Source: an optimization exercise on an open RTL-to-GDS flow (aim: small area, a short achievable clock period and few clock cycles). Production flows keep margins and buffers that such runs may drop. No run shown here included a check of the RTL's function; only the layout flow was run. Power figures rest on the tool's default switching activity, not on a simulated workload.

**flow/flow/run.sh**
```bash
#!/bin/bash
# Standard layout; ports buffered with the smallest buffer, sizing free to change footprints
bash standard.sh BUFFER_PORTS_ARGS="-buffer_cell sky130_fd_sc_hd__buf_1" MATCH_CELL_FOOTPRINT=0 finish > standard.log 2>&1
```
**flow/standard.sh**
```bash
#!/bin/bash
# synth_recipe.tcl (not shown) runs the flow's synth.tcl, then flattens the netlist and writes it again
# the make line also repeats each setting of config.mk as NAME=value (left out here)
make -C /OpenROAD-flow-scripts/flow DESIGN_CONFIG=/design/flow/config.mk WORK_HOME=/design/flow/orfs CLKGATE_MAP_FILE= SYNTH_SCRIPT=/design/flow/synth_recipe.tcl "${@:-finish}"
```
**flow/config.mk**
```make
export PLATFORM = sky130hd
export DESIGN_NAME = ahb_master
export DESIGN_NICKNAME = ahb_master
export VERILOG_FILES = /design/flow/design.v
export SDC_FILE = /design/flow/constraint.sdc
export NUM_CORES = 4
export LEC_CHECK = 0
export ABC_AREA = 1
export CAP_MARGIN = 20
export CORE_MARGIN = 2
export CORE_UTILIZATION = 40
export SETUP_SLACK_MARGIN = 2.0
export SLEW_MARGIN = 20
export SYNTH_HIERARCHICAL = 1
export SYNTH_MINIMUM_KEEP_SIZE = 0
```
**flow/constraint.sdc**
```tcl
create_clock -name core_clock -period 4.5 [get_ports {i_clk}]
set_input_delay 0.9000 -clock core_clock [delete_from_list [all_inputs] [get_ports {i_clk}]]
set_output_delay 0.9000 -clock core_clock [all_outputs]
set_load 0.01 [all_outputs]
```
**flow/design.v**
```verilog
package ahb_pkg;
    typedef logic [1:0] trans_t;
    localparam trans_t HTRANS_IDLE   = 2'b00;
    localparam trans_t HTRANS_BUSY   = 2'b01;    
    localparam trans_t HTRANS_NONSEQ = 2'b10;    
    localparam trans_t HTRANS_SEQ    = 2'b11;
    typedef logic [2:0] burst_t;
    localparam burst_t HBURST_SINGLE = 3'b000;
    localparam burst_t HBURST_INCR   = 3'b001;   
    localparam burst_t HBURST_INCR4  = 3'b011;
    localparam burst_t HBURST_INCR8  = 3'b101;
    localparam burst_t HBURST_INCR16 = 3'b111;
    localparam int WORD_STEP = 4;
endpackage
package master_pkg;
    localparam int ADDR_W = 32;
    localparam int DATA_W = 32;
    localparam int LEN_W = 4;    
    typedef logic [ADDR_W-1:0] addr_t;
    typedef logic [DATA_W-1:0] data_t;
    typedef logic [LEN_W-1:0]  len_t;
endpackage
`timescale 1ns/1ps
module beat_fifo
(
    input  logic   i_clk,
    input  logic   i_load,
    input  master_pkg::data_t  i_data,
    output master_pkg::data_t  o_data
);
    master_pkg::data_t word_q;
    assign o_data = word_q;
    always_ff @(posedge i_clk) begin
        if (i_load) begin
            word_q <= i_data;
        end
    end
endmodule
`timescale 1ns/1ps
module ahb_handshake
(
    input  logic   i_wdata_valid,
    input  logic   i_rdata_ready,
    input  logic   i_hready,
    input  logic   i_t0,
    input  logic   i_tw,
    input  logic   i_twh,
    input  logic   i_tr,
    input  logic   i_trh,
    input  logic   i_idle,
    input  logic   i_l0,
    input  logic   i_lw,
    input  logic   i_lr,
    input  logic   i_wr_free,
    input  logic   i_dp_wr,
    input  logic   i_rd_held,
    input  logic   i_dp_rd,
    output logic   o_active,
    output logic   o_req_ready,
    output logic   o_wdata_ready,
    output logic   o_rdata_valid
);
    assign o_active      = i_t0 | (i_wdata_valid & i_tw) | (i_rdata_ready & i_tr)
                                | (i_hready & i_wdata_valid & i_twh) | (i_hready & i_rdata_ready & i_trh);
    assign o_req_ready   = i_idle | (i_hready & i_l0) | (i_hready & i_wdata_valid & i_lw)
                                  | (i_hready & i_rdata_ready & i_lr);
    assign o_wdata_ready = i_wr_free | (i_hready & i_dp_wr);
    assign o_rdata_valid = i_rd_held | (i_hready & i_dp_rd);
endmodule
module ahb_txn_ctrl
(
    input  logic   i_clk,
    input  logic   i_reset_n,
    input  logic   i_req_valid,
    input  logic   i_req_read,
    input  master_pkg::addr_t  i_req_addr,
    input  master_pkg::len_t   i_req_len,
    output logic   o_req_ready,
    input  logic   i_wdata_valid,
    output logic   o_wdata_ready,
    output logic   o_wr_load,
    output logic   o_rdata_valid,
    input  logic   i_rdata_ready,
    output logic   o_rd_load,
    output logic   o_rd_sel,              
    input  logic   i_hready,
    output logic   o_hsel,
    output master_pkg::addr_t  o_haddr,
    output ahb_pkg::trans_t o_htrans,
    output ahb_pkg::burst_t o_hburst,
    output logic   o_hwrite
);
    logic          ld_q, st_q, shown_q;
    logic          wr_held_q, rd_held_q, dp_wr_q, dp_rd_q;
    logic          hwrite_q;
    logic [2:0]    hburst_q;
    logic [3:0]    rem_q;
    logic [29:0]   haddr_q;
    logic          last, cw, cr;
    logic          t0, tw, twh, tr, trh;
    logic          active, samp, done, take, req_ready;
    logic          wr_push, wr_pop, rd_in;
    assign last = (rem_q == 4'd0);
    assign cw   = ld_q & !shown_q & hwrite_q;
    assign cr   = ld_q & !shown_q & !hwrite_q;
    assign t0   = (ld_q & shown_q) | (cw & wr_held_q & !dp_wr_q) | (cr & !rd_held_q & !dp_rd_q);
    assign tw   = cw & !wr_held_q;       
    assign twh  = cw & dp_wr_q;          
    assign tr   = cr & rd_held_q;        
    assign trh  = cr & dp_rd_q;          
    ahb_handshake u_hs (
        .i_wdata_valid(i_wdata_valid), .i_rdata_ready(i_rdata_ready), .i_hready(i_hready),
        .i_t0(t0), .i_tw(tw), .i_twh(twh), .i_tr(tr), .i_trh(trh),
        .i_idle(!ld_q), .i_l0(last & t0), .i_lw(last & (tw | twh)), .i_lr(last & (tr | trh)),
        .i_wr_free(!wr_held_q), .i_dp_wr(dp_wr_q), .i_rd_held(rd_held_q), .i_dp_rd(dp_rd_q),
        .o_active(o_htrans[1]), .o_req_ready(o_req_ready),
        .o_wdata_ready(o_wdata_ready), .o_rdata_valid(o_rdata_valid)
    );
    assign active    = t0 | (i_wdata_valid & (tw | (twh & i_hready)))
                          | (i_rdata_ready & (tr | (trh & i_hready)));
    assign samp      = i_hready & active;
    assign done      = samp & last;
    assign req_ready = !ld_q | done;
    assign take      = i_req_valid & req_ready;
    assign wr_pop    = i_hready & dp_wr_q;
    assign wr_push   = i_wdata_valid & (!wr_held_q | wr_pop);
    assign o_wr_load = wr_push;
    assign rd_in     = i_hready & dp_rd_q;
    assign o_rd_load = !rd_held_q;
    assign o_rd_sel  = rd_held_q;
    always_ff @(posedge i_clk or negedge i_reset_n) begin
        if (!i_reset_n) begin
            ld_q      <= 1'b0;
            st_q      <= 1'b0;
            shown_q   <= 1'b0;
            wr_held_q <= 1'b0;
            rd_held_q <= 1'b0;
            dp_wr_q   <= 1'b0;
            dp_rd_q   <= 1'b0;
        end else begin
            ld_q      <= take | (ld_q & !done);
            st_q      <= !take & !done & (samp | st_q);
            shown_q   <= active & !i_hready;
            wr_held_q <= wr_push | (wr_held_q & !wr_pop);
            rd_held_q <= (rd_in | rd_held_q) & !i_rdata_ready;
            if (i_hready) begin
                dp_wr_q <= samp & hwrite_q;
                dp_rd_q <= samp & !hwrite_q;
            end
        end
    end
    always_ff @(posedge i_clk) begin
        if (take) begin
            haddr_q  <= i_req_addr[31:2];
            rem_q    <= i_req_len;
            hwrite_q <= !i_req_read;
            case (i_req_len)
                4'd0:    hburst_q <= ahb_pkg::HBURST_SINGLE;
                4'd3:    hburst_q <= ahb_pkg::HBURST_INCR4;
                4'd7:    hburst_q <= ahb_pkg::HBURST_INCR8;
                4'd15:   hburst_q <= ahb_pkg::HBURST_INCR16;
                default: hburst_q <= ahb_pkg::HBURST_INCR;
            endcase
        end else if (samp) begin
            haddr_q[7:0] <= haddr_q[7:0] + 8'd1;    
            rem_q        <= rem_q - 4'd1;
        end
    end
    assign o_htrans[0] = st_q;
    assign o_hsel      = ld_q;
    assign o_haddr     = {haddr_q, 2'b00};
    assign o_hburst    = hburst_q;
    assign o_hwrite    = hwrite_q;
endmodule
`timescale 1ns/1ps
module ahb_master
(
    input  logic   i_clk,
    input  logic   i_reset_n,
    input  logic   i_req_valid,
    input  logic   i_req_read,
    input  master_pkg::addr_t  i_req_addr,
    input  master_pkg::len_t   i_req_len,
    output logic   o_req_ready,
    input  logic   i_wdata_valid,
    input  master_pkg::data_t  i_wdata,
    output logic   o_wdata_ready,
    output logic   o_rdata_valid,
    output master_pkg::data_t  o_rdata,
    input  logic   i_rdata_ready,
    output logic   o_hsel,
    output master_pkg::addr_t  o_haddr,
    output ahb_pkg::trans_t o_htrans,
    output ahb_pkg::burst_t o_hburst,
    output logic   o_hwrite,
    output master_pkg::data_t  o_hwdata,
    input  master_pkg::data_t  i_hrdata,
    input  logic   i_hready
);
    logic wr_load, rd_load, rd_sel;
    master_pkg::data_t rd_word;
    beat_fifo u_wr_buf (
        .i_clk(i_clk), .i_load(wr_load), .i_data(i_wdata), .o_data(o_hwdata)
    );
    beat_fifo u_rd_buf (
        .i_clk(i_clk), .i_load(rd_load), .i_data(i_hrdata), .o_data(rd_word)
    );
    assign o_rdata = rd_sel ? rd_word : i_hrdata;
    ahb_txn_ctrl u_ctrl (
        .i_clk(i_clk), .i_reset_n(i_reset_n),
        .i_req_valid(i_req_valid), .i_req_read(i_req_read),
        .i_req_addr(i_req_addr), .i_req_len(i_req_len), .o_req_ready(o_req_ready),
        .i_wdata_valid(i_wdata_valid), .o_wdata_ready(o_wdata_ready), .o_wr_load(wr_load),
        .o_rdata_valid(o_rdata_valid), .i_rdata_ready(i_rdata_ready),
        .o_rd_load(rd_load), .o_rd_sel(rd_sel),
        .i_hready(i_hready),
        .o_hsel(o_hsel), .o_haddr(o_haddr), .o_htrans(o_htrans),
        .o_hburst(o_hburst), .o_hwrite(o_hwrite)
    );
endmodule
```
==> results of run 1 <==
==> synth_stat cells (all sizes together) <==
master	n	area share [%]
xnor2	2	0.39
edfxtp	102	69
clkbuf	4	1.0
nor3	3	0.34
ha	3	0.84
o22ai	2	0.28
dfrtp	7	3.9
nand2	146	13
nand3	23	2.8
a21o	2	0.39
buf	10	2.2
a21oi	6	0.67
xor2	6	1.2
nor2	19	1.6
o21ai	1	0.11
inv	24	2.2
conb	1	0.084
==> worst max-delay path, cell delays in order (launching register included) <==
cell and delay (ns):
dfrtp_2 0.40, buf_12 0.11, nor2_4 0.03, nand2_1 0.05
nand2_1 0.05, a21oi_2 0.18, nor2_1 0.06, a21oi_1 0.12
nand3_1 0.09, buf_2 0.15
==> final cells by class <==
type | count | share of cell area (%)
Multi-Input combinational cell | 215 | 17.9
Timing Repair Buffer | 224 | 16.9
Tap cell | 140 | 3.07
Clock buffer | 10 | 2.23
Timing Repair inverter | 3 | 0.504
Inverter | 24 | 1.93
Sequential cell | 109 | 56.7
Clock inverter | 6 | 0.789
==> repair_timing <==
action,in CTS,in global routing
endpoints found under the setup margin,71,69
hold buffers,0,0
pin swaps,1,7
cloned,3,1
buffers inserted,7,7
resized for setup,12,20
==> Yosys stat by module, one instance, submodules excluded <==
module         cell area [µm²]  cells
beat_fifo                  961     32
ahb_handshake             73.8     15
ahb_master                 492    104
ahb_txn_ctrl              1970    178
==> layer usage <==
layer  global-route usage (%)  part of all wire, %  vias to the layer above
met5                        0                    0                        -
met4                     4.16                 0.67                        0
met3                     4.98                  7.9                        7
met2                     25.6                   49                      123
met1                     19.4                   42                     1506
li1                         -                    -                     1647
==> power groups by stage <==
stage,registers (mW),logic [mW],clock network [mW]
2_1_floorplan,1.28,0.196,0
3_3_place_gp,1.26,0.315,0
3_5_place_dp,1.27,0.322,0
4_1_cts,1.24,0.345,0.558
5_1_grt,1.25,0.404,0.593
6_report,1.24,0.357,0.539
==> cell families after synthesis <==
kind of cell             share of synthesized area, %
adder cells (fa/ha/maj)                         0.843
buffers and inverters                            5.45
other                                          0.0842
XOR/XNOR                                         1.57
AND/OR/NAND/NOR                                  17.9
AO/OA/AOI/OAI                                    1.46
flip-flops                                       72.7
==> registers in the layout (all words and copies together), names as in the netlist <==
name / count
u_rd_buf.word_q: 32
u_ctrl.ld_q: 1
u_ctrl.rem_q: 4
u_ctrl.haddr_q: 30
u_ctrl.shown_q: 1
u_ctrl.hwrite_q: 1
u_ctrl.wr_held_q: 1
u_wr_buf.word_q: 32
u_ctrl.dp_rd_q: 1
u_ctrl.rd_held_q: 1
u_ctrl.st_q: 1
u_ctrl.hburst_q: 3
u_ctrl.dp_wr_q: 1
==> worst max path at each step <==
stage,end,from
after floorplan,u_ctrl.haddr_q[10]$_DFFE_PP_,i_hready
after global placement,u_ctrl.haddr_q[6]$_DFFE_PP_,i_hready
after detailed placement,u_ctrl.haddr_q[5]$_DFFE_PP_,i_hready
after CTS,o_req_ready,u_ctrl.rd_held_q$_DFF_PN0_
after global routing,o_req_ready,u_ctrl.hwrite_q$_DFFE_PP_
final,o_req_ready,u_ctrl.rd_held_q$_DFF_PN0_
==> flow_metrics.env, run 1 <==
export IMPL_area_of_the_multi_input_gates_mm2=0.00102
export IMPL_clkTransAtPathRegs_ns=0.10
export IMPL_port_buffer_count=208
export IMPL_fin_worst_hold_slack_ns=0.432
export IMPL_cts_root_buffer_cell="clkbuf_8"
export IMPL_final_instance_count_excl_fillers=731
export IMPL_grt_setup_unrepaired="yes"
export IMPL_cts_sinks=109
export IMPL_worstMarginPinSlew_ns=0.772
export IMPL_per_cell_routed_wire_length_um=13.3
export IMPL_skew_pair_late_insertion_delay_ns=0.36
export IMPL_maxCapViolCount=0
export IMPL_switching_share_pct=27.7
export IMPL_die_height_um=110
export IMPL_pre_cts_slack_ns=1.28
export IMPL_reg2reg_from="u_ctrl.rd_held_q$_DFF_PN0_"
export IMPL_initial_utilization_pct=41.1
export IMPL_totalNegativeSetupSlack_ns=0
export IMPL_core_region_area_mm2=0.0108
export IMPL_detailroute_via_count=3283
export IMPL_period_share_pct=55.7
export IMPL_detail_route_iter0_violations=192
export IMPL_grt_residual_overflow=0
export IMPL_total_power_mw=2.14
export IMPL_grt_first_pass_wirelength_um=14100
export IMPL_final_setup_worst_slack_ns=1.99
export IMPL_htreeDepth=3
export IMPL_synth_seq_area_share_pct=72.7
export IMPL_register_area_mm2=0.00324
export IMPL_ir_worst_vdd_v=0.000173
export IMPL_dieWidth_um=110
export IMPL_cp_arrival_ns=1.61
export IMPL_design_area_mm2=0.00571
export IMPL_grt_max_degree=33
export IMPL_fp_dieArea_mm2=0.0120
export IMPL_synth_distinct_cells=26
export IMPL_num_antenna_cells=0
export IMPL_place_detailed_instances=697
export IMPL_floorplan_io_pins=213
export IMPL_final_core_utilization_pct=52.7
export IMPL_initial_antenna_violation_count=0
export IMPL_power_density_mw_per_mm2=374
export IMPL_power_report_internal_total_mw=1.55
export IMPL_route_antenna_remaining_nets=0
export IMPL_num_rows=38
export IMPL_hold_path_class="in -> async"
export IMPL_reg2reg_setup_slack_ns=2.41
export IMPL_placedInstanceArea_mm2=0.00529
export IMPL_finish_net_count=696
export IMPL_vias_in_the_first_global_route=2921
export IMPL_post_route_drc_count=0
export IMPL_layout_filler_cells=1009
export IMPL_routabilityCongestion=0.808
export IMPL_maxSlewHeadroom_pct=48.2
export IMPL_setup_worst_path_class="reg -> out"
export IMPL_max_clock_path_buffers=2
export IMPL_flop_and_latch_count_out_of_synthesis=109
export IMPL_data_required_time_at_the_worst_endpoint_ns=3.60
export IMPL_routed_via_density=4.49
export IMPL_post_synth_instance_area_mm2=0.00445
export IMPL_gr_usage_all_layers_pct=15.4
export IMPL_final_max_slew_viol_count=0
export IMPL_power_leakage_nw=2.22
export IMPL_netSwitchingPower_mw=0.592
export IMPL_share_of_layout_cells_above_drive_strength_1_pct=12.2
export IMPL_crit_reg2reg_capture="u_ctrl.hburst_q[1]$_DFFE_PP_"
export IMPL_finalCriticalPeriod_ns=2.51
export IMPL_final_common_cell="buf_1"
export IMPL_average_cell_area_after_synthesis_um2=12.3
export IMPL_timing_clock_skew_ns=0.00781
export IMPL_totalWireLength_um=9740
export IMPL_crit_fanout=3
export IMPL_part_of_the_total_power_dissipated_in_sequential_elements_pct=58.1
export IMPL_timing_final_setup_violations=0
export IMPL_hpwlAfterDp_um=6870
export IMPL_power_frac_clock_pct=25.2
export IMPL_cts_tree="yes"
export IMPL_hold_viol=0
export IMPL_synthToLayoutAreaGrowth_pct=28.2
export IMPL_start_kind="register"
export IMPL_outcome="complete, no violations"
export IMPL_comb_power_share_pct=16.7
export IMPL_postSynthCellCount=361
export IMPL_maxClockFrequency_mhz=399
export IMPL_timing_reg2reg_worst_path_depth=12
export IMPL_commonest_non_fill_non_tap_cells_in_the_layout="202 x buf_1, 130 x nand2_1, 102 x edfxtp_1"
export IMPL_yosys_warnings=8
export IMPL_cts_made_buffers=9
export IMPL_drt_pass1_iterations=4
export IMPL_cp_end_kind="output pin"
==> run 2, diff against run 1 <==
--- a/flow/config.mk
+++ b/flow/config.mk
@@ -9,7 +9,7 @@
 export CAP_MARGIN = 20
 export CORE_MARGIN = 2
 export CORE_UTILIZATION = 40
-export SETUP_SLACK_MARGIN = 2.0
+export SETUP_SLACK_MARGIN = 1.8
 export SLEW_MARGIN = 20
 export SYNTH_HIERARCHICAL = 1
 export SYNTH_MINIMUM_KEEP_SIZE = 0
==> run 2 against run 1 <==
Against the previous run: total power decreased by 1.6%; count of clock-buffer cells in the layout decreased by 1; clock skew increased by 0.0035 ns; final area decreased by 3.4%; via count decreased by 3.5%.
==> flow_metrics.env, run 2 <==
export IMPL_detailroute_via_count=3169
export IMPL_power_density_mw_per_mm2=381
export IMPL_port_buffer_count=208
export IMPL_die_height_um=110
export IMPL_comb_power_share_pct=15.5
export IMPL_final_max_slew_viol_count=0
export IMPL_post_synth_instance_area_mm2=0.00445
export IMPL_postSynthCellCount=361
export IMPL_grt_residual_overflow=0
export IMPL_num_antenna_cells=0
export IMPL_vias_in_the_first_global_route=2808
export IMPL_drt_pass1_iterations=4
export IMPL_synth_commonest_cells="133 x nand2_1, 102 x edfxtp_1, 22 x inv_1"
export IMPL_hold_viol=0
export IMPL_timing_reg2reg_worst_path_depth=9
export IMPL_htreeDepth=3
export IMPL_setup_worst_path_class="reg -> out"
export IMPL_largest_registers="u_rd_buf.word_q x32, u_wr_buf.word_q x32, u_ctrl.haddr_q x30"
export IMPL_timing_clock_skew_ns=0.0113
export IMPL_initial_antenna_violation_count=0
export IMPL_clkTransAtPathRegs_ns=0.10
export IMPL_period_share_pct=57.3
export IMPL_grt_setup_unrepaired="yes"
export IMPL_initial_utilization_pct=41.1
export IMPL_yosys_warnings=8
export IMPL_worstMarginPinSlew_ns=0.654
export IMPL_grt_max_degree=35
export IMPL_cts_sinks=109
export IMPL_maxClockFrequency_mhz=388
export IMPL_outcome="complete, no violations"
export IMPL_worst_path_buf_inv=1
export IMPL_cp_arrival_ns=1.68
export IMPL_start_kind="register"
export IMPL_slowest_delay_ns=0.47
export IMPL_commonest_non_fill_non_tap_cells_in_the_layout="205 x buf_1, 132 x nand2_1, 102 x edfxtp_1"
export IMPL_yosys_area_top_type_share_pct=68.8
export IMPL_totalNegativeSetupSlack_ns=0
export IMPL_use_met2_pct=24.6
export IMPL_average_cell_area_after_synthesis_um2=12.3
export IMPL_synth_top_cell_by_area="edfxtp_1"
export IMPL_crit_slowest_cell="edfxtp_1"
export IMPL_grt_first_pass_wirelength_um=13700
export IMPL_grt_busiest_layer="met2"
export IMPL_route_antenna_remaining_nets=0
export IMPL_cts_root_buffer_cell="clkbuf_8"
export IMPL_power_report_internal_total_mw=1.52
export IMPL_worstSetupPathDepth=7
export IMPL_maxCapViolCount=0
export IMPL_crit_fanout=4
export IMPL_detail_route_iter0_violations=268
export IMPL_synth_top_flop_cell="edfxtp_1"
export IMPL_part_of_the_total_power_dissipated_in_sequential_elements_pct=59.0
export IMPL_synth_async_reset_ratio_pct=6.42
export IMPL_dieWidth_um=110
export IMPL_power_frac_clock_pct=25.6
export IMPL_design_area_mm2=0.00552
export IMPL_synth_edf_count=102
export IMPL_hold_path_class="in -> async"
export IMPL_synth_distinct_cells=26
export IMPL_synthMostInstantiatedCell="nand2_1"
export IMPL_num_rows=38
export IMPL_power_leakage_nw=2.14
export IMPL_fp_dieArea_mm2=0.0120
export IMPL_share_of_layout_cells_above_drive_strength_1_pct=8.30
export IMPL_skew_pair_late_insertion_delay_ns=0.38
export IMPL_cp_top_family="flip-flops"
export IMPL_critical_path_cell_chain="nand3_2, nor2_1, a21oi_2, nor2_1, a21oi_1, nand3_1, clkbuf_2"
export IMPL_totalWireLength_um=9450
export IMPL_cp_end_kind="output pin"
export IMPL_final_common_cell="buf_1"
export IMPL_routabilityCongestion=0.792
export IMPL_synthToLayoutAreaGrowth_pct=23.9
export IMPL_per_cell_routed_wire_length_um=13.2
export IMPL_max_clock_path_buffers=2
export IMPL_grtUsageMet3_pct=5.22
export IMPL_switching_share_pct=27.7
export IMPL_cell_types_with_the_largest_area_share_after_synthesis="edfxtp_1 69%, nand2_1 11%, dfrtp_1 3.9%"
export IMPL_synth_seq_area_share_pct=72.7
export IMPL_cts_made_buffers=9
export IMPL_data_required_time_at_the_worst_endpoint_ns=3.60
export IMPL_gr_usage_all_layers_pct=15.2
export IMPL_cts_tree="yes"
export IMPL_maxSlewHeadroom_pct=56.3
export IMPL_flop_and_latch_count_out_of_synthesis=109
export IMPL_post_route_drc_count=0
export IMPL_finalCriticalPeriod_ns=2.58
export IMPL_hpwlAfterDp_um=6920
export IMPL_finish_net_count=683
export IMPL_netSwitchingPower_mw=0.582
export IMPL_placedInstanceArea_mm2=0.00529
export IMPL_core_region_area_mm2=0.0108
export IMPL_timing_final_setup_violations=0
export IMPL_routed_via_density=4.41
export IMPL_floorplan_io_pins=213
export IMPL_globalRouteMet1Util_pct=19.0
export IMPL_critPathMostFrequentCell="nor2_1"
export IMPL_ir_worst_vdd_v=0.000229
[run 2: cell counts after synthesis]
Identical to the previous run, type by type.
[run 2: final cells by class]
cell class	count	area, µm²
Timing Repair inverter	1	7.51
Inverter	24	101
Tap cell	140	175
Clock inverter	7	51.3
Sequential cell	109	3240
Multi-Input combinational cell	215	983
Fill cell	1010	5320
Timing Repair Buffer	213	838
Clock buffer	9	124
[run 2: worst register-to-register path, delay by kind of cell, from the launching register on]
kind / cells / cell delay, ns
buf+inv: 1 / 0.10
flops: 1 / 0.47
simple gates: 8 / 1.28
[run 2: power by group through the flow]
stage | Sequential, mW | Combinational [mW] | Clock, mW
2_1_floorplan | 1.28 | 0.194 | 0
3_3_place_gp | 1.26 | 0.316 | 0
3_5_place_dp | 1.26 | 0.325 | 0
4_1_cts | 1.24 | 0.329 | 0.560
5_1_grt | 1.25 | 0.370 | 0.591
6_report | 1.24 | 0.325 | 0.537
[run 2: modules after synthesis, one instance, submodules excluded]
module	times used	cells inside
ahb_txn_ctrl	1	178
beat_fifo	2	32
ahb_master	1	104
ahb_handshake	1	15
[run 2: final timing paths]
path                                           startpoint                           to  slack, ns
min in group core_clock             u_ctrl.st_q$_DFF_PN0_        u_ctrl.st_q$_DFF_PN0_       0.54
worst max-delay path            u_ctrl.hwrite_q$_DFFE_PP_                  o_req_ready       1.92
max in group asynchronous                       i_reset_n        u_ctrl.ld_q$_DFF_PN0_       3.79
worst max register to register  u_ctrl.hwrite_q$_DFFE_PP_  u_ctrl.haddr_q[5]$_DFFE_PP_       2.33
worst min register to register      u_ctrl.st_q$_DFF_PN0_        u_ctrl.st_q$_DFF_PN0_       0.54
worst min-delay path                            i_reset_n   u_ctrl.dp_wr_q$_DFFE_PN0P_       0.40
[run 2: logic make-up after synthesis]
kind of cell	share of synthesized area [%]
AND/OR/NAND/NOR	17.9
flip-flops	72.7
buffers and inverters	5.45
AO/OA/AOI/OAI	1.46
XOR/XNOR	1.57
adder cells (fa/ha/maj)	0.843
other	0.0842
[run 2: per-layer routing]
layer  up-vias  part of all wire [%]
li1       1619                     -
met1      1425                    42
met2       113                    48
met3        12                   8.0
met4         0                   1.6
met5         -                     0
[run 2: metrics by stage]
step	std cells	worst slack, ns	total power, mW	hold slack [ns]	utilization, %
after floorplan	362	1.85	1.47	0.478	-
after global placement	698	1.31	1.58	0.496	48.8
after detailed placement	698	1.23	1.59	0.527	48.8
after CTS	715	1.84	2.13	0.396	50.6
after global routing	718	1.76	2.21	0.420	50.9
final	718	1.92	2.10	0.396	50.9
[run 2: what timing repair did]
item	4_1_cts	5_1_grt
gates resized for setup	5	3
pin swaps	0	0
setup buffers	0	3
endpoints found under the setup margin	40	15
gates cloned	1	0
hold buffers	0	0
endpoints found under the hold margin	0	0
==> run 3, diff against run 2 <==
--- a/flow/design.v
+++ b/flow/design.v
@@ -81,8 +81,7 @@
     output logic   o_wr_load,
     output logic   o_rdata_valid,
     input  logic   i_rdata_ready,
-    output logic   o_rd_load,
-    output logic   o_rd_sel,              
+    output logic   o_rd_held,             
     input  logic   i_hready,
     output logic   o_hsel,
     output master_pkg::addr_t  o_haddr,
@@ -126,8 +125,7 @@
     assign wr_push   = i_wdata_valid & (!wr_held_q | wr_pop);
     assign o_wr_load = wr_push;
     assign rd_in     = i_hready & dp_rd_q;
-    assign o_rd_load = !rd_held_q;
-    assign o_rd_sel  = rd_held_q;
+    assign o_rd_held = rd_held_q;
     always_ff @(posedge i_clk or negedge i_reset_n) begin
         if (!i_reset_n) begin
             ld_q      <= 1'b0;
@@ -197,22 +195,21 @@
     input  master_pkg::data_t  i_hrdata,
     input  logic   i_hready
 );
-    logic wr_load, rd_load, rd_sel;
-    master_pkg::data_t rd_word;
+    logic wr_load, rd_held;
+    master_pkg::data_t rd_word_q;
     beat_fifo u_wr_buf (
         .i_clk(i_clk), .i_load(wr_load), .i_data(i_wdata), .o_data(o_hwdata)
     );
-    beat_fifo u_rd_buf (
-        .i_clk(i_clk), .i_load(rd_load), .i_data(i_hrdata), .o_data(rd_word)
-    );
-    assign o_rdata = rd_sel ? rd_word : i_hrdata;
+    assign o_rdata = rd_held ? rd_word_q : i_hrdata;
+    always_ff @(posedge i_clk) begin
+        rd_word_q <= o_rdata;
+    end
     ahb_txn_ctrl u_ctrl (
         .i_clk(i_clk), .i_reset_n(i_reset_n),
         .i_req_valid(i_req_valid), .i_req_read(i_req_read),
         .i_req_addr(i_req_addr), .i_req_len(i_req_len), .o_req_ready(o_req_ready),
         .i_wdata_valid(i_wdata_valid), .o_wdata_ready(o_wdata_ready), .o_wr_load(wr_load),
-        .o_rdata_valid(o_rdata_valid), .i_rdata_ready(i_rdata_ready),
-        .o_rd_load(rd_load), .o_rd_sel(rd_sel),
+        .o_rdata_valid(o_rdata_valid), .i_rdata_ready(i_rdata_ready), .o_rd_held(rd_held),
         .i_hready(i_hready),
         .o_hsel(o_hsel), .o_haddr(o_haddr), .o_htrans(o_htrans),
         .o_hburst(o_hburst), .o_hwrite(o_hwrite)
--- a/flow/config.mk
+++ b/flow/config.mk
@@ -9,7 +9,7 @@
 export CAP_MARGIN = 20
 export CORE_MARGIN = 2
 export CORE_UTILIZATION = 40
-export SETUP_SLACK_MARGIN = 1.8
+export SETUP_SLACK_MARGIN = 1.9
 export SLEW_MARGIN = 20
 export SYNTH_HIERARCHICAL = 1
 export SYNTH_MINIMUM_KEEP_SIZE = 0
==> run 3 against run 2 <==
Against the previous run: still clean; via count is 1.2% higher; total power is 3.2% higher; sequential share of layout area is 3.8 points lower; critical endpoint unchanged; highest routed layer unchanged.
==> flow_metrics.env, run 3 <==
export IMPL_outcome="complete, no violations"
export IMPL_post_synth_instance_area_mm2=0.00416
export IMPL_yosys_area_top_type_share_pct=50.5
export IMPL_detail_route_iter0_violations=175
export IMPL_ir_worst_vdd_v=0.000183
export IMPL_gr_usage_all_layers_pct=16.2
export IMPL_grt_setup_unrepaired="yes"
export IMPL_per_cell_routed_wire_length_um=12.9
export IMPL_dieWidth_um=106
export IMPL_power_frac_clock_pct=29.6
export IMPL_synth_commonest_cells="130 x nand2_1, 70 x edfxtp_1, 32 x dfxtp_1"
export IMPL_post_route_drc_count=0
export IMPL_num_antenna_cells=0
export IMPL_floorplan_io_pins=213
export IMPL_fp_dieArea_mm2=0.0112
export IMPL_initial_utilization_pct=40.7
export IMPL_share_of_layout_cells_above_drive_strength_1_pct=8.92
export IMPL_grt_first_pass_wirelength_um=14200
export IMPL_timing_final_setup_violations=0
export IMPL_yosys_warnings=9
export IMPL_totalNegativeSetupSlack_ns=0
export IMPL_synth_distinct_cells=29
export IMPL_core_region_area_mm2=0.0102
export IMPL_synth_edf_count=70
export IMPL_synth_top_flop_cell="edfxtp_1"
export IMPL_period_share_pct=57.9
export IMPL_postSynthCellCount=361
export IMPL_largest_registers="rd_word_q x32, u_wr_buf.word_q x32, u_ctrl.haddr_q x30"
export IMPL_grt_max_degree=37
export IMPL_route_antenna_remaining_nets=0
export IMPL_maxClockFrequency_mhz=384
export IMPL_synth_async_reset_ratio_pct=6.42
export IMPL_skew_pair_late_insertion_delay_ns=0.36
export IMPL_cts_tree="yes"
export IMPL_cp_arrival_ns=1.71
export IMPL_hold_path_class="in -> async"
export IMPL_port_buffer_count=208
export IMPL_max_clock_path_buffers=2
export IMPL_cts_root_buffer_cell="clkbuf_8"
export IMPL_die_height_um=106
export IMPL_cell_types_with_the_largest_area_share_after_synthesis="edfxtp_1 50%, dfxtp_1 15%, nand2_1 12%"
export IMPL_hold_viol=0
export IMPL_power_density_mw_per_mm2=408
export IMPL_power_report_internal_total_mw=1.60
export IMPL_worstMarginPinSlew_ns=0.605
export IMPL_switching_share_pct=26.4
export IMPL_cts_hold_buffers_added=0
export IMPL_initial_antenna_violation_count=0
export IMPL_final_max_slew_viol_count=0
export IMPL_htreeDepth=3
export IMPL_netSwitchingPower_mw=0.574
export IMPL_average_cell_area_after_synthesis_um2=11.5
export IMPL_finalCriticalPeriod_ns=2.61
export IMPL_num_rows=37
export IMPL_part_of_the_total_power_dissipated_in_sequential_elements_pct=55.1
export IMPL_final_core_utilization_pct=52.0
export IMPL_clkTransAtPathRegs_ns=0.10
export IMPL_maxSlewHeadroom_pct=59.6
export IMPL_final_common_cell="buf_1"
export IMPL_data_required_time_at_the_worst_endpoint_ns=3.60
export IMPL_synth_seq_area_share_pct=70.1
export IMPL_comb_power_share_pct=15.3
export IMPL_power_leakage_nw=2.13
export IMPL_drt_pass1_iterations=4
export IMPL_synthMostInstantiatedCell="nand2_1"
export IMPL_detailroute_via_count=3207
export IMPL_cp_end_kind="output pin"
export IMPL_totalWireLength_um=9300
export IMPL_maxCapViolCount=0
export IMPL_setup_worst_path_class="reg -> out"
export IMPL_vias_in_the_first_global_route=2920
export IMPL_synth_top_cell_by_area="edfxtp_1"
export IMPL_synthToLayoutAreaGrowth_pct=27.8
export IMPL_commonest_non_fill_non_tap_cells_in_the_layout="206 x buf_1, 129 x nand2_1, 70 x edfxtp_1"
export IMPL_cts_sinks=109
export IMPL_routabilityCongestion=0.824
export IMPL_routed_via_density=4.46
export IMPL_start_kind="register"
export IMPL_finish_net_count=688
export IMPL_hpwlAfterDp_um=6970
export IMPL_timing_clock_skew_ns=0.00878
export IMPL_flop_and_latch_count_out_of_synthesis=109
export IMPL_cts_made_buffers=9
export IMPL_grt_residual_overflow=0
export IMPL_crit_fanout=4
run 3: final timing paths:
kind	cells past startpoint	to	slack [ns]	from
max in group asynchronous	1	u_ctrl.ld_q$_DFF_PN0_	3.75	i_reset_n
hold / removal	1	u_ctrl.wr_held_q$_DFF_PN0_	0.43	i_reset_n
hold reg to reg	2	rd_word_q[28]$_DFF_P_	0.46	rd_word_q[28]$_DFF_P_
min in group core_clock	2	rd_word_q[28]$_DFF_P_	0.46	rd_word_q[28]$_DFF_P_
setup reg to reg	10	u_ctrl.haddr_q[10]$_DFFE_PP_	2.31	u_ctrl.hwrite_q$_DFFE_PP_
setup / recovery	8	o_req_ready	1.89	u_ctrl.hwrite_q$_DFFE_PP_
run 3: timing repair:
item / in CTS / in global routing
setup endpoints to repair: 28 / 22
cloned: 1 / 0
setup buffers: 4 / 3
endpoints found under the hold margin: 0 / 0
gates resized for setup: 9 / 5
pin swaps: 1 / 3
run 3: metrics by stage:
step | hold WS (ns) | setup slack [ns] | area, µm² | power (mW) | std cells
2_1_floorplan | 0.478 | 1.94 | 4170 | 1.43 | 362
3_3_place_gp | 0.433 | 1.52 | 5000 | 1.53 | 695
3_5_place_dp | 0.437 | 1.47 | 5000 | 1.54 | 695
4_1_cts | 0.418 | 1.91 | 5280 | 2.19 | 716
5_1_grt | 0.450 | 1.78 | 5320 | 2.28 | 719
6_report | 0.429 | 1.89 | 5320 | 2.17 | 719
run 3: area by class of cell:
cell class | count | area (µm²)
fillers | 991 | 4910
flip-flops and latches | 109 | 2920
multi-input cells | 214 | 1020
repair buffers | 218 | 876
well taps | 136 | 170
clock buffers | 9 | 124
inverters | 25 | 110
clock inverters | 7 | 96.3
repair inverters | 1 | 7.51
run 3: routing by layer:
metal	share of wire, %	GRT usage, %
met1	42	19.7
met2	48	27.1
met3	7.1	3.74
met4	2.6	7.89
met5	0	0
run 3: cells by family after synthesis:
kind of cell             count (synthesis)  share of synthesized area (%)
AND/OR/NAND/NOR                        190                           19.7
other                                    1                         0.0901
XOR/XNOR                                 8                           1.68
buffers and inverters                   39                           5.95
adder cells (fa/ha/maj)                  3                          0.902
AO/OA/AOI/OAI                           11                           1.65
flip-flops                             109                           70.1
run 3: critical path, stage by stage, from the launching register on:
cell	delay (ns)
edfxtp_1	0.46
inv_1	0.11
nand2_1	0.08
nand2_1	0.09
a21oi_4	0.18
nor2_1	0.05
a21oi_1	0.15
nand3_1	0.09
buf_2	0.15
run 3: modules after synthesis (local to each module, per instance):
| module | area [µm²] | flops+latches | times used |
|---|---|---|---|
| ahb_master | 1130 | 32 | 1 |
| ahb_txn_ctrl | 2000 | 45 | 1 |
| ahb_handshake | 73.8 | 0 | 1 |
| beat_fifo | 961 | 32 | 1 |
run 3: power groups by stage:
stage	Combinational, mW	Clock (mW)	Sequential, mW
floorplan	0.194	0	1.23
global placement	0.312	0	1.22
global route	0.372	0.703	1.21
detailed placement	0.320	0	1.22
CTS	0.328	0.665	1.20
finish	0.332	0.642	1.20
==> run 4, diff against run 3 <==
--- a/flow/config.mk
+++ b/flow/config.mk
@@ -9,7 +9,5 @@
 export CAP_MARGIN = 20
 export CORE_MARGIN = 2
 export CORE_UTILIZATION = 40
-export SETUP_SLACK_MARGIN = 1.9
+export SETUP_SLACK_MARGIN = 1.8
 export SLEW_MARGIN = 20
-export SYNTH_HIERARCHICAL = 1
-export SYNTH_MINIMUM_KEEP_SIZE = 0
==> run 4 against run 3 <==
Against the previous run: still clean on timing, DRC and antenna; global-route usage shrank 1.1 points; sequential share of layout area grew 1.1 points; clock power shrank 6.5%; highest routed layer unchanged; via count shrank 13%; synthesized area shrank 5.5%; sequential power is essentially flat.
==> flow_metrics.env, run 4 <==
export IMPL_hold_path_class="in -> async"
export IMPL_worstSetupStartpoint="i_hready"
export IMPL_synth_top_cell_by_area="edfxtp_1"
export IMPL_synthToLayoutAreaGrowth_pct=32.5
export IMPL_crit_slowest_cell="buf_4"
export IMPL_cts_made_buffers=9
export IMPL_cts_hold_buffers_added=0
export IMPL_grt_busiest_layer="met2"
export IMPL_synth_edf_count=70
export IMPL_grt_setup_unrepaired="no"
export IMPL_postSynthCellCount=270
export IMPL_initial_antenna_violation_count=0
export IMPL_yosys_area_share_adder_pct=0.954
export IMPL_maxCapViolCount=0
export IMPL_worstMarginPinSlew_ns=0.690
export IMPL_synth_top_flop_cell="edfxtp_1"
export IMPL_num_antenna_cells=0
export IMPL_synth_seq_area_share_pct=74.1
export IMPL_skew_pair_late_insertion_delay_ns=0.36
export IMPL_core_region_area_mm2=0.00968
export IMPL_maxSlewHeadroom_pct=54.0
export IMPL_final_common_cell="buf_1"
export IMPL_register_area_mm2=0.00292
export IMPL_place_detailed_instances=603
export IMPL_timing_reg2reg_worst_path_depth=9
export IMPL_outcome="complete, no violations"
export IMPL_crit_path_end="o_req_ready"
export IMPL_hold_viol=0
export IMPL_port_buffer_count=208
export IMPL_clkTransAtPathRegs_ns=0.10
export IMPL_die_height_um=103
export IMPL_grtUsageMet3_pct=3.56
export IMPL_cts_tree="yes"
export IMPL_max_clock_path_buffers=2
export IMPL_htreeDepth=3
export IMPL_reg2reg_setup_slack_ns=2.19
export IMPL_worst_path_buf_inv=2
export IMPL_area_of_the_multi_input_gates_um2=938
export IMPL_ir_worst_vdd_v=0.000181
export IMPL_final_instance_count_excl_fillers=634
export IMPL_slowest_delay_ns=0.15
export IMPL_critical_path_cell_chain="buf_4, o21ai_1, nor2_1, nor2_1, nand2_2, nand2_4, nand2_8, buf_6"
export IMPL_detailroute_via_count=2802
export IMPL_flop_and_latch_count_out_of_synthesis=109
export IMPL_synth_commonest_cells="70 x edfxtp_1, 38 x nand2_1, 32 x dfxtp_1, 32 x mux2_2, 19 x inv_1"
export IMPL_cell_types_with_the_largest_area_share_after_synthesis="edfxtp_1 53%, dfxtp_1 16%, mux2_2 9.2%"
export IMPL_routabilityCongestion=0.741
export IMPL_grt_max_degree=33
export IMPL_layout_filler_cells=889
export IMPL_netSwitchingPower_mw=0.575
export IMPL_commonest_non_fill_non_tap_cells_in_the_layout="205 x buf_1, 70 x edfxtp_1, 37 x nand2_1"
export IMPL_floorplan_io_pins=213
export IMPL_switching_share_pct=26.4
export IMPL_synthXorXnorAreaFrac_pct=1.78
export IMPL_period_share_pct=59.0
export IMPL_largest_registers="rd_word_q x32, u_wr_buf.word_q x32, u_ctrl.haddr_q x30"
export IMPL_synthSimpleGateAreaFrac_pct=9.00
export IMPL_cp_arrival_ns=1.76
export IMPL_setup_worst_path_class="in -> out"
export IMPL_per_cell_routed_wire_length_um=13.7
export IMPL_crit_fanout=7
export IMPL_power_report_internal_total_mw=1.60
export IMPL_num_rows=36
export IMPL_totalNegativeSetupSlack_ns=0
export IMPL_cp_end_kind="output pin"
export IMPL_grt_residual_overflow=0
export IMPL_synthesized_area_fraction_occupied_by_ao_oa_aoi_and_oai_cells_pct=0.985
export IMPL_power_frac_clock_pct=27.6
export IMPL_synth_async_reset_ratio_pct=6.42
export IMPL_post_route_drc_count=0
export IMPL_grt_first_pass_wirelength_um=12000
export IMPL_totalWireLength_um=8660
export IMPL_comb_power_share_pct=16.5
export IMPL_yosys_warnings=3
export IMPL_post_synth_instance_area_mm2=0.00394
export IMPL_route_antenna_remaining_nets=0
export IMPL_crit_reg2reg_capture="u_ctrl.haddr_q[27]$_DFFE_PP_"
export IMPL_finalCriticalPeriod_ns=2.66
export IMPL_synthMuxAreaShare_pct=9.15
export IMPL_fp_dieArea_mm2=0.0107
export IMPL_final_max_slew_viol_count=0
export IMPL_worstSetupPathDepth=8
export IMPL_data_required_time_at_the_worst_endpoint_ns=3.60
export IMPL_synth_distinct_cells=26
export IMPL_timing_final_setup_violations=0
export IMPL_combinational_family_with_the_most_area_after_synthesis="multiplexers"
export IMPL_hpwlAfterDp_um=6310
export IMPL_yosys_area_top_type_share_pct=53.4
export IMPL_gr_usage_all_layers_pct=15.1
export IMPL_timing_clock_skew_ns=0.00732
export IMPL_critPathMostFrequentCell="nor2_1"
export IMPL_average_cell_area_after_synthesis_um2=14.6
export IMPL_maxClockFrequency_mhz=376
export IMPL_synthMostInstantiatedCell="edfxtp_1"
export IMPL_detail_route_iter0_violations=53
export IMPL_finish_net_count=606
export IMPL_power_density_mw_per_mm2=417
export IMPL_globalRouteMet1Util_pct=17.4
export IMPL_routed_via_density=4.42
export IMPL_initial_utilization_pct=40.6
export IMPL_drt_pass1_iterations=4
export IMPL_cp_top_family="simple AND/OR/NAND/NOR gates"
export IMPL_share_of_layout_cells_above_drive_strength_1_pct=17.0
export IMPL_power_leakage_nw=1.93
export IMPL_cts_root_buffer_cell="clkbuf_8"
export IMPL_vias_in_the_first_global_route=2499
export IMPL_reg2reg_from="u_ctrl.hwrite_q$_DFFE_PP_"
export IMPL_part_of_the_total_power_dissipated_in_sequential_elements_pct=55.9
export IMPL_start_kind="input port"
export IMPL_dieWidth_um=103
export IMPL_cts_sinks=109
export IMPL_use_met2_pct=25.2
==> run 4: changes by cell type in the layout (fill, tap and decap cells not counted), moves of 2 or more <==
cell | before | now
inv_1 | 23 | 16
nor2_1 | 18 | 11
nand2_2 | 11 | 2
buf_4 | 8 | 17
nand3_1 | 20 | 17
o22ai_1 | 2 | 0
a21oi_1 | 5 | 1
clkinv_1 | 2 | 0
a21o_2 | 2 | 0
mux2_2 | 0 | 32
nand2_1 | 129 | 37
==> run 4: power groups by stage <==
stage	clock, mW	sequential, mW	combinational, mW
2_1_floorplan	0	1.25	0.200
3_3_place_gp	0	1.23	0.317
3_5_place_dp	0	1.24	0.324
4_1_cts	0.620	1.21	0.336
5_1_grt	0.660	1.23	0.405
6_report	0.600	1.22	0.358
==> run 4: how the worst min path moves through the flow <==
stage	from	endpoint	cells after the start	slack [ns]
floorplan	rd_word_q[0]$_DFF_P_	rd_word_q[0]$_DFF_P_	1	0.49
global placement	rd_word_q[27]$_DFF_P_	rd_word_q[27]$_DFF_P_	1	0.45
detailed placement	rd_word_q[22]$_DFF_P_	rd_word_q[22]$_DFF_P_	1	0.46
CTS	i_reset_n	u_ctrl.st_q$_DFF_PN0_	1	0.41
global route	i_reset_n	u_ctrl.dp_wr_q$_DFFE_PN0P_	1	0.45
finish	i_reset_n	u_ctrl.dp_wr_q$_DFFE_PN0P_	1	0.42
==> run 4: kinds of logic after synthesis <==
| family | after synthesis |
|---|---|
| xor+xnor | 8 |
| mux | 32 |
| compound gates | 7 |
| other cells | 1 |
| buf+inv | 30 |
| simple gates | 80 |
| fa+ha+maj | 3 |
| flops | 109 |
==> run 4: repair_timing <==
item                                    4_1_cts  5_1_grt
buffers inserted                              2       12
endpoints found under the setup margin       61       28
resized for setup                             7       18
gates cloned                                  0        1
pin swaps                                     1        8
==> run 4: area by class of cell <==
type                            instances  area share, %
Inverter                               19           1.49
Tap cell                              133           3.19
Sequential cell                       109           56.0
Clock buffer                           11           2.71
Multi-Input combinational cell        133           18.0
Clock inverter                          5           1.13
Timing Repair Buffer                  224           17.5
==> run 4: metal layers <==
metal  wire (µm)  up-vias  part of all wire (%)
li1            -     1380                     -
met1        3430     1280                    40
met2        4290      131                    50
met3         770       11                   8.9
met4         173        0                   2.0
met5           0        -                     0
==> run 4: through the flow <==
step	worst slack (ns)	power, mW	hold WS, ns	instance area [µm²]	utilization (%)
floorplan	1.91	1.45	0.491	3940	-
global placement	1.32	1.55	0.453	4820	49.8
detailed placement	1.27	1.56	0.459	4820	49.8
CTS	1.81	2.17	0.415	5060	52.3
global route	1.77	2.29	0.451	5220	53.9
finish	1.84	2.17	0.418	5220	53.9
==> run 5, diff against run 4 <==
--- a/flow/design.v
+++ b/flow/design.v
@@ -89,65 +89,83 @@
     output ahb_pkg::burst_t o_hburst,
     output logic   o_hwrite
 );
-    logic          ld_q, st_q, shown_q;
+    logic          ld_q, st_q, last_q;
     logic          wr_held_q, rd_held_q, dp_wr_q, dp_rd_q;
     logic          hwrite_q;
     logic [2:0]    hburst_q;
     logic [3:0]    rem_q;
     logic [29:0]   haddr_q;
-    logic          last, cw, cr;
-    logic          t0, tw, twh, tr, trh;
-    logic          active, samp, done, take, req_ready;
+    logic          t0_q, tw_q, twh_q, tr_q, trh_q;
+    logic          l0_q, lw_q, lr_q;
+    logic          ld_d, shown_d, last_d, wr_held_d, rd_held_d, dp_wr_d, dp_rd_d, hwrite_d;
+    logic          active, samp, done, take;
     logic          wr_push, wr_pop, rd_in;
-    assign last = (rem_q == 4'd0);
-    assign cw   = ld_q & !shown_q & hwrite_q;
-    assign cr   = ld_q & !shown_q & !hwrite_q;
-    assign t0   = (ld_q & shown_q) | (cw & wr_held_q & !dp_wr_q) | (cr & !rd_held_q & !dp_rd_q);
-    assign tw   = cw & !wr_held_q;       
-    assign twh  = cw & dp_wr_q;          
-    assign tr   = cr & rd_held_q;        
-    assign trh  = cr & dp_rd_q;          
+    logic          cw, cr, c0;
     ahb_handshake u_hs (
         .i_wdata_valid(i_wdata_valid), .i_rdata_ready(i_rdata_ready), .i_hready(i_hready),
-        .i_t0(t0), .i_tw(tw), .i_twh(twh), .i_tr(tr), .i_trh(trh),
-        .i_idle(!ld_q), .i_l0(last & t0), .i_lw(last & (tw | twh)), .i_lr(last & (tr | trh)),
+        .i_t0(t0_q), .i_tw(tw_q), .i_twh(twh_q), .i_tr(tr_q), .i_trh(trh_q),
+        .i_idle(!ld_q), .i_l0(l0_q), .i_lw(lw_q), .i_lr(lr_q),
         .i_wr_free(!wr_held_q), .i_dp_wr(dp_wr_q), .i_rd_held(rd_held_q), .i_dp_rd(dp_rd_q),
         .o_active(o_htrans[1]), .o_req_ready(o_req_ready),
         .o_wdata_ready(o_wdata_ready), .o_rdata_valid(o_rdata_valid)
     );
-    assign active    = t0 | (i_wdata_valid & (tw | (twh & i_hready)))
-                          | (i_rdata_ready & (tr | (trh & i_hready)));
-    assign samp      = i_hready & active;
-    assign done      = samp & last;
-    assign req_ready = !ld_q | done;
-    assign take      = i_req_valid & req_ready;
+    assign active  = t0_q | (i_wdata_valid & (tw_q | (twh_q & i_hready)))
+                          | (i_rdata_ready & (tr_q | (trh_q & i_hready)));
+    assign samp    = i_hready & active;
+    assign done    = samp & last_q;
+    assign take    = i_req_valid & (!ld_q | done);
     assign wr_pop    = i_hready & dp_wr_q;
     assign wr_push   = i_wdata_valid & (!wr_held_q | wr_pop);
     assign o_wr_load = wr_push;
     assign rd_in     = i_hready & dp_rd_q;
     assign o_rd_held = rd_held_q;
+    assign ld_d      = take | (ld_q & !done);
+    assign shown_d   = active & !i_hready;
+    assign hwrite_d  = take ? !i_req_read : hwrite_q;
+    assign last_d    = take ? (i_req_len == 4'd0) : (samp ? (rem_q == 4'd1) : last_q);
+    assign wr_held_d = wr_push | (wr_held_q & !wr_pop);
+    assign rd_held_d = (rd_in | rd_held_q) & !i_rdata_ready;
+    assign dp_wr_d   = i_hready ? (samp & hwrite_q) : dp_wr_q;
+    assign dp_rd_d   = i_hready ? (samp & !hwrite_q) : dp_rd_q;
+    assign cw = ld_d & !shown_d & hwrite_d;
+    assign cr = ld_d & !shown_d & !hwrite_d;
+    assign c0 = ld_d & (shown_d | (hwrite_d & wr_held_d & !dp_wr_d)
+                                | (!hwrite_d & !rd_held_d & !dp_rd_d));
     always_ff @(posedge i_clk or negedge i_reset_n) begin
         if (!i_reset_n) begin
             ld_q      <= 1'b0;
             st_q      <= 1'b0;
-            shown_q   <= 1'b0;
             wr_held_q <= 1'b0;
             rd_held_q <= 1'b0;
             dp_wr_q   <= 1'b0;
             dp_rd_q   <= 1'b0;
+            t0_q      <= 1'b0;
+            tw_q      <= 1'b0;
+            twh_q     <= 1'b0;
+            tr_q      <= 1'b0;
+            trh_q     <= 1'b0;
+            l0_q      <= 1'b0;
+            lw_q      <= 1'b0;
+            lr_q      <= 1'b0;
         end else begin
-            ld_q      <= take | (ld_q & !done);
+            ld_q      <= ld_d;
             st_q      <= !take & !done & (samp | st_q);
-            shown_q   <= active & !i_hready;
-            wr_held_q <= wr_push | (wr_held_q & !wr_pop);
-            rd_held_q <= (rd_in | rd_held_q) & !i_rdata_ready;
-            if (i_hready) begin
-                dp_wr_q <= samp & hwrite_q;
-                dp_rd_q <= samp & !hwrite_q;
-            end
+            wr_held_q <= wr_held_d;
+            rd_held_q <= rd_held_d;
+            dp_wr_q   <= dp_wr_d;
+            dp_rd_q   <= dp_rd_d;
+            t0_q      <= c0;
+            tw_q      <= cw & !wr_held_d;
+            twh_q     <= cw & dp_wr_d;
+            tr_q      <= cr & rd_held_d;
+            trh_q     <= cr & dp_rd_d;
+            l0_q      <= last_d & c0;
+            lw_q      <= last_d & cw & (!wr_held_d | dp_wr_d);
+            lr_q      <= last_d & cr & (rd_held_d | dp_rd_d);
         end
     end
     always_ff @(posedge i_clk) begin
+        last_q <= last_d;
         if (take) begin
             haddr_q  <= i_req_addr[31:2];
             rem_q    <= i_req_len;
--- a/flow/config.mk
+++ b/flow/config.mk
@@ -9,5 +9,7 @@
 export CAP_MARGIN = 20
 export CORE_MARGIN = 2
 export CORE_UTILIZATION = 40
-export SETUP_SLACK_MARGIN = 1.8
+export SETUP_SLACK_MARGIN = 2.1
 export SLEW_MARGIN = 20
+export SYNTH_HIERARCHICAL = 1
+export SYNTH_MINIMUM_KEEP_SIZE = 0
==> run 5 against run 4 <==
Against the previous run: count of clock-buffer cells in the layout is 14 higher; still clean; sequential share of layout area is 6.1 points lower; setup slack better by 0.22 ns; global-route usage is 2.1 points higher; largest cell class unchanged; hold slack better by 0.026 ns.
==> flow_metrics.env, run 5 <==
export IMPL_die_height_um=109
export IMPL_hold_path_class="reg -> reg"
export IMPL_slowest_delay_ns=0.47
export IMPL_final_common_cell="buf_1"
export IMPL_design_area_mm2=0.00622
export IMPL_synth_distinct_cells=31
export IMPL_power_leakage_nw=2.56
export IMPL_start_kind="register"
export IMPL_timing_final_setup_violations=0
export IMPL_cell_types_with_the_largest_area_share_after_synthesis="edfxtp_1 47%, dfxtp_1 15%, nand2_1 10%"
export IMPL_grt_first_pass_wirelength_um=15400
export IMPL_synth_seq_area_share_pct=70.2
export IMPL_max_clock_path_buffers=2
export IMPL_largest_registers="rd_word_q x32, u_wr_buf.word_q x32, u_ctrl.haddr_q x30"
export IMPL_synth_top_flop_cell="edfxtp_1"
export IMPL_pre_cts_slack_ns=1.45
export IMPL_flop_and_latch_count_out_of_synthesis=117
export IMPL_cts_hold_buffers_added=0
export IMPL_cp_arrival_ns=1.54
export IMPL_floorplan_io_pins=213
export IMPL_critical_path_cell_chain="buf_12, buf_12, nand2_1, nand2_1, buf_2"
export IMPL_num_rows=38
export IMPL_cp_end_kind="output pin"
export IMPL_grt_residual_overflow=0
export IMPL_drt_pass1_iterations=4
export IMPL_worst_path_buf_inv=3
export IMPL_share_of_layout_cells_above_drive_strength_1_pct=21.5
export IMPL_dieWidth_um=109
export IMPL_htreeDepth=4
export IMPL_synth_edf_count=69
export IMPL_final_setup_worst_slack_ns=2.06
export IMPL_hold_viol=0
export IMPL_totalNegativeSetupSlack_ns=0
export IMPL_hpwlAfterDp_um=7320
export IMPL_totalWireLength_um=10700
export IMPL_final_max_slew_viol_count=0
export IMPL_grt_max_degree=48
export IMPL_clkTransAtPathRegs_ns=0.05
export IMPL_maxClockFrequency_mhz=410
export IMPL_detail_route_iter0_violations=181
export IMPL_initial_utilization_pct=41.0
export IMPL_average_cell_area_after_synthesis_um2=12.0
export IMPL_synthToLayoutAreaGrowth_pct=40.6
export IMPL_cts_tree="yes"
export IMPL_routed_via_density=4.44
export IMPL_cts_made_buffers=17
export IMPL_maxCapViolCount=0
export IMPL_fp_dieArea_mm2=0.0119
export IMPL_synthMostInstantiatedCell="nand2_1"
export IMPL_ir_worst_vdd_v=0.000356
export IMPL_crit_slowest_cell="dfrtp_2"
export IMPL_synth_async_reset_ratio_pct=12.0
export IMPL_port_buffer_count=208
export IMPL_cts_root_buffer_cell="clkbuf_8"
export IMPL_timing_clock_skew_ns=0.0117
export IMPL_cp_top_family="flip-flops"
export IMPL_total_power_mw=3.85
export IMPL_gr_usage_all_layers_pct=17.2
export IMPL_cts_sinks=117
export IMPL_synth_top_cell_by_area="edfxtp_1"
export IMPL_num_antenna_cells=0
export IMPL_setup_worst_path_class="reg -> out"
export IMPL_finish_net_count=710
export IMPL_vias_in_the_first_global_route=3153
export IMPL_worstMarginPinSlew_ns=0.783
export IMPL_routabilityCongestion=0.788
export IMPL_crit_fanout=6
export IMPL_post_route_drc_count=0
export IMPL_placedInstanceArea_mm2=0.00525
export IMPL_data_required_time_at_the_worst_endpoint_ns=3.60
export IMPL_initial_antenna_violation_count=0
export IMPL_fin_worst_hold_slack_ns=0.444
export IMPL_grt_setup_unrepaired="yes"
export IMPL_yosys_area_top_type_share_pct=46.8
export IMPL_period_share_pct=54.3
export IMPL_detailroute_via_count=3344
export IMPL_maxSlewHeadroom_pct=47.8
export IMPL_skew_pair_late_insertion_delay_ns=0.50
export IMPL_postSynthCellCount=370
export IMPL_outcome="complete, no violations"
export IMPL_synth_commonest_cells="122 x nand2_1, 69 x edfxtp_1, 34 x dfxtp_1"
export IMPL_yosys_warnings=9
export IMPL_post_synth_instance_area_mm2=0.00442
export IMPL_route_antenna_remaining_nets=0
export IMPL_finalCriticalPeriod_ns=2.44
export IMPL_power_density_mw_per_mm2=619
export IMPL_per_cell_routed_wire_length_um=14.2
export IMPL_commonest_non_fill_non_tap_cells_in_the_layout="173 x buf_1, 104 x nand2_1, 69 x edfxtp_1"
export IMPL_core_region_area_mm2=0.0108
-- run 5: changes by cell type in the layout (fill, tap and decap cells not counted), sizes merged, moves of 2 or more --
cell	previous run	this run
nand2	43	139
mux2	32	0
clkbuf	11	40
buf	224	206
o21ai	4	15
inv	19	29
dfrtp	7	14
clkinv	1	6
a21oi	2	6
clkinvlp	3	0
nor2	13	16
a21o	0	2
dfxtp	32	34
nand4	2	0
-- run 5: power by group --
part / internal (mW) / switching [mW] / total [mW]
clock: 0.836 / 0.445 / 1.28
sequential: 1.44 / 0.127 / 1.56
combinational: 0.391 / 0.614 / 1.00
-- run 5: kinds of logic after synthesis --
kind of cell | count (synthesis) | synth area share, %
compound gates | 24 | 3.11
xor+xnor | 8 | 1.58
fa+ha+maj | 3 | 0.849
buf+inv | 40 | 5.94
flops | 117 | 70.2
other cells | 1 | 0.0848
simple gates | 177 | 18.3
-- run 5: through the flow --
stage / instances / util [%]
2_1_floorplan: 371 / -
3_3_place_gp: 708 / 48.6
3_5_place_dp: 708 / 48.6
4_1_cts: 745 / 55.6
5_1_grt: 753 / 57.6
6_report: 753 / 57.6
-- run 5: final timing paths --
| check | start | to | slack [ns] | cells past startpoint |
|---|---|---|---|---|
| min reg2reg | rd_word_q[19]$_DFF_P_ | rd_word_q[19]$_DFF_P_ | 0.44 | 2 |
| max | u_ctrl.rd_held_q$_DFF_PN0_ | o_rdata[3] | 2.06 | 5 |
| min | rd_word_q[19]$_DFF_P_ | rd_word_q[19]$_DFF_P_ | 0.44 | 2 |
| max reg2reg | u_ctrl.twh_q$_DFF_PN0_ | u_ctrl.rem_q[0]$_DFFE_PP_ | 2.68 | 9 |
| min in group asynchronous | i_reset_n | u_ctrl.t0_q$_DFF_PN0_ | 0.46 | 1 |
| max in group asynchronous | i_reset_n | u_ctrl.rd_held_q$_DFF_PN0_ | 3.50 | 1 |
-- run 5: final cells by class --
type                       instances  area [µm²]
fill                             900        4570
sequential                       117        3100
multi-input combinational        214        1140
timing repair buffer             221        1060
clock buffer                      25         515
tap                              140         175
inverter                          27         130
clock inverter                     7        65.1
timing repair inverter             2        31.3
-- run 5: layer usage --
metal  up-vias  global-route usage (%)  wire, µm
li1       1674                       -         -
met1      1537                    20.4      4340
met2       118                    29.0      5550
met3        15                    4.78       623
met4         0                    7.69       192
met5         -                       0         0
-- run 5: tightest hold or removal path: cells and delay by family (launching register included) --
family | cells | cell delay, ns
DFF | 1 | 0.30
and+or+nand+nor | 2 | 0.11
-- run 5: timing repair --
action | CTS | global route
endpoints found under the hold margin | 0 | 0
setup buffers | 2 | 6
setup endpoints to repair | 84 | 35
pin swaps | 0 | 4
cloned | 3 | 2
gates resized for setup | 45 | 59
-- run 5: Yosys stat by module, one instance, submodules excluded --
module / flip-flops and latches / copies in the design / cells
beat_fifo: 32 / 1 / 32
ahb_handshake: 0 / 1 / 15
ahb_txn_ctrl: 53 / 1 / 187
ahb_master: 32 / 1 / 136
==> run 6, diff against run 5 <==
--- a/flow/config.mk
+++ b/flow/config.mk
@@ -9,7 +9,7 @@
 export CAP_MARGIN = 20
 export CORE_MARGIN = 2
 export CORE_UTILIZATION = 40
-export SETUP_SLACK_MARGIN = 2.1
+export SETUP_SLACK_MARGIN = 1.9
 export SLEW_MARGIN = 20
 export SYNTH_HIERARCHICAL = 1
 export SYNTH_MINIMUM_KEEP_SIZE = 0
==> run 6 against run 5 <==
Against the previous run: still clean; sequential share of layout area increased by 3.1 points; count of clock-buffer cells in the layout did not move; flip-flop and latch count is the same; final area shrank 5.9%; non-clock buffer count shrank 11.
==> flow_metrics.env, run 6 <==
export IMPL_totalNegativeSetupSlack_ns=0
export IMPL_cts_made_buffers=17
export IMPL_maxSlewHeadroom_pct=47.6
export IMPL_route_antenna_remaining_nets=0
export IMPL_commonest_non_fill_non_tap_cells_in_the_layout="207 x buf_1, 122 x nand2_1, 69 x edfxtp_1"
export IMPL_period_share_pct=54.8
export IMPL_grt_max_degree=48
export IMPL_final_setup_worst_slack_ns=2.04
export IMPL_num_antenna_cells=0
export IMPL_worstMarginPinSlew_ns=0.785
export IMPL_average_cell_area_after_synthesis_um2=12.0
export IMPL_grt_residual_overflow=0
export IMPL_hold_path_class="reg -> reg"
export IMPL_cp_end_kind="output pin"
export IMPL_initial_utilization_pct=41.0
export IMPL_timing_final_setup_violations=0
export IMPL_synth_commonest_cells="122 x nand2_1, 69 x edfxtp_1, 34 x dfxtp_1"
export IMPL_finish_net_count=697
export IMPL_grt_setup_unrepaired="no"
export IMPL_outcome="complete, no violations"
export IMPL_synthSimpleGateAreaFrac_pct=18.3
export IMPL_max_clock_path_buffers=2
export IMPL_post_route_drc_count=0
export IMPL_cts_tree="yes"
export IMPL_die_height_um=109
export IMPL_post_synth_instance_area_mm2=0.00442
export IMPL_grt_first_pass_wirelength_um=14800
export IMPL_skew_pair_late_insertion_delay_ns=0.50
export IMPL_crit_fanout=35
export IMPL_gr_usage_all_layers_pct=16.5
export IMPL_routed_via_density=4.39
export IMPL_synthMuxAreaShare_pct=0
export IMPL_synthXorXnorAreaFrac_pct=1.58
export IMPL_postSynthCellCount=370
export IMPL_cts_repair_timing_setup_buffer_count=0
export IMPL_drt_pass1_iterations=4
export IMPL_reg2reg_setup_slack_ns=2.67
export IMPL_timing_reg2reg_worst_path_depth=9
export IMPL_synth_top_cell_by_area="edfxtp_1"
export IMPL_min_to="rd_word_q[19]$_DFF_P_"
export IMPL_yosys_area_share_adder_pct=0.849
export IMPL_detailroute_via_count=3247
export IMPL_maxClockFrequency_mhz=406
export IMPL_synth_edf_count=69
export IMPL_per_cell_routed_wire_length_um=13.4
export IMPL_synthMostInstantiatedCell="nand2_1"
export IMPL_cts_root_buffer_cell="clkbuf_8"
export IMPL_combinational_family_with_the_most_area_after_synthesis="simple AND/OR/NAND/NOR gates"
export IMPL_synth_async_reset_ratio_pct=12.0
export IMPL_hold_path_startpoint="rd_word_q[19]$_DFF_P_"
export IMPL_timing_clock_skew_ns=0.0117
export IMPL_yosys_warnings=9
export IMPL_detail_route_iter0_violations=142
export IMPL_clkTransAtPathRegs_ns=0.05
export IMPL_synthToLayoutAreaGrowth_pct=32.3
export IMPL_reg2reg_from="u_ctrl.twh_q$_DFF_PN0_"
export IMPL_routabilityCongestion=0.788
export IMPL_htreeDepth=4
export IMPL_hpwlAfterDp_um=7320
export IMPL_finalCriticalPeriod_ns=2.46
export IMPL_dieWidth_um=109
export IMPL_num_rows=38
export IMPL_cp_arrival_ns=1.56
export IMPL_core_region_area_mm2=0.0108
export IMPL_setup_worst_path_class="reg -> out"
export IMPL_power_leakage_nw=2.33
export IMPL_synthesized_area_fraction_occupied_by_ao_oa_aoi_and_oai_cells_pct=3.11
export IMPL_synth_seq_area_share_pct=70.2
export IMPL_data_required_time_at_the_worst_endpoint_ns=3.60
export IMPL_vias_in_the_first_global_route=3050
export IMPL_cell_types_with_the_largest_area_share_after_synthesis="edfxtp_1 47%, dfxtp_1 15%, nand2_1 10%"
export IMPL_fp_dieArea_mm2=0.0119
export IMPL_share_of_layout_cells_above_drive_strength_1_pct=11.0
export IMPL_power_density_mw_per_mm2=630
export IMPL_final_max_slew_viol_count=0
export IMPL_hold_depth=2
export IMPL_flop_and_latch_count_out_of_synthesis=117
export IMPL_largest_registers="rd_word_q x32, u_wr_buf.word_q x32, u_ctrl.haddr_q x30"
export IMPL_pre_cts_slack_ns=1.45
export IMPL_cts_sinks=117
export IMPL_port_buffer_count=208
export IMPL_start_kind="register"
export IMPL_synth_distinct_cells=31
export IMPL_floorplan_io_pins=213
export IMPL_ir_worst_vdd_v=0.000355
export IMPL_initial_antenna_violation_count=0
export IMPL_hold_viol=0
export IMPL_totalWireLength_um=9900
export IMPL_maxCapViolCount=0
export IMPL_yosys_area_top_type_share_pct=46.8
export IMPL_final_common_cell="buf_1"
export IMPL_crit_reg2reg_capture="u_ctrl.rem_q[0]$_DFFE_PP_"
export IMPL_synth_top_flop_cell="edfxtp_1"
[run 6: metrics by stage]
stage | utilization [%] | total power, mW | area, µm² | instances | hold WS [ns]
6_report | 54.2 | 3.69 | 5850 | 740 | 0.447
4_1_cts | 54.1 | 3.73 | 5840 | 740 | 0.449
2_1_floorplan | - | 2.18 | 4430 | 371 | 0.479
5_1_grt | 54.2 | 3.91 | 5850 | 740 | 0.464
3_3_place_gp | 48.6 | 2.41 | 5250 | 708 | 0.429
3_5_place_dp | 48.6 | 2.44 | 5250 | 708 | 0.436
[run 6: report_power, final]
group	leakage (nW)	switching [mW]	internal [mW]
Sequential	1.10	0.119	1.44
Combinational	0.939	0.565	0.292
Clock	0.293	0.440	0.836
Total	2.33	1.12	2.56
[run 6: area by class of cell]
class | count | area (µm²)
Clock buffer | 25 | 515
Multi-Input combinational cell | 214 | 1060
Timing Repair Buffer | 210 | 812
Tap cell | 140 | 175
Inverter | 27 | 116
Sequential cell | 117 | 3100
Clock inverter | 7 | 65.1
Fill cell | 962 | 4940
[run 6: cell families after synthesis]
family | after synthesis
other | 1
XOR/XNOR | 8
AND/OR/NAND/NOR | 177
buffers and inverters | 40
flip-flops | 117
AO/OA/AOI/OAI | 24
adder cells (fa/ha/maj) | 3
[run 6: worst max path at each step]
stage                                from                      endpoint  slack (ns)  cells after the start
2_1_floorplan                    i_hready  u_wr_buf.word_q[0]$_DFFE_PP_        2.16                      3
3_3_place_gp                     i_hready   u_ctrl.haddr_q[3]$_DFFE_PP_        1.46                      9
3_5_place_dp                     i_hready     u_ctrl.rem_q[0]$_DFFE_PP_        1.45                     10
4_1_cts        u_ctrl.rd_held_q$_DFF_PN0_                   o_rdata[29]        1.92                      5
5_1_grt                     i_wdata_valid                   o_htrans[1]        1.92                      6
6_report       u_ctrl.rd_held_q$_DFF_PN0_                   o_rdata[29]        2.04                      5
[run 6: worst max-delay path: stages (launching register included)]
cell	delay, ns
dfrtp_1	0.37
buf_12	0.20
clkinv_8	0.16
nand2_1	0.11
nand2_1	0.07
buf_1	0.13
[run 6: per-module statistics from Yosys (local to each module, per instance)]
module | cell area [µm²] | flip-flops and latches | cells inside
ahb_txn_ctrl | 2260 | 53 | 187
ahb_master | 1130 | 32 | 136
beat_fifo | 961 | 32 | 32
ahb_handshake | 73.8 | 0 | 15
[run 6: repair_timing]
| action | 4_1_cts | 5_1_grt |
|---|---|---|
| endpoints found under the hold margin | 0 | 0 |
| gates resized for setup | 3 | 4 |
| hold buffers | 0 | 0 |
| endpoints found under the setup margin | 9 | 33 |
[run 6: layer usage]
metal	track usage [%]	wire length (µm)
met1	19.3	4030
met5	0	0
met4	7.51	182
met2	28.0	5100
met3	4.72	580
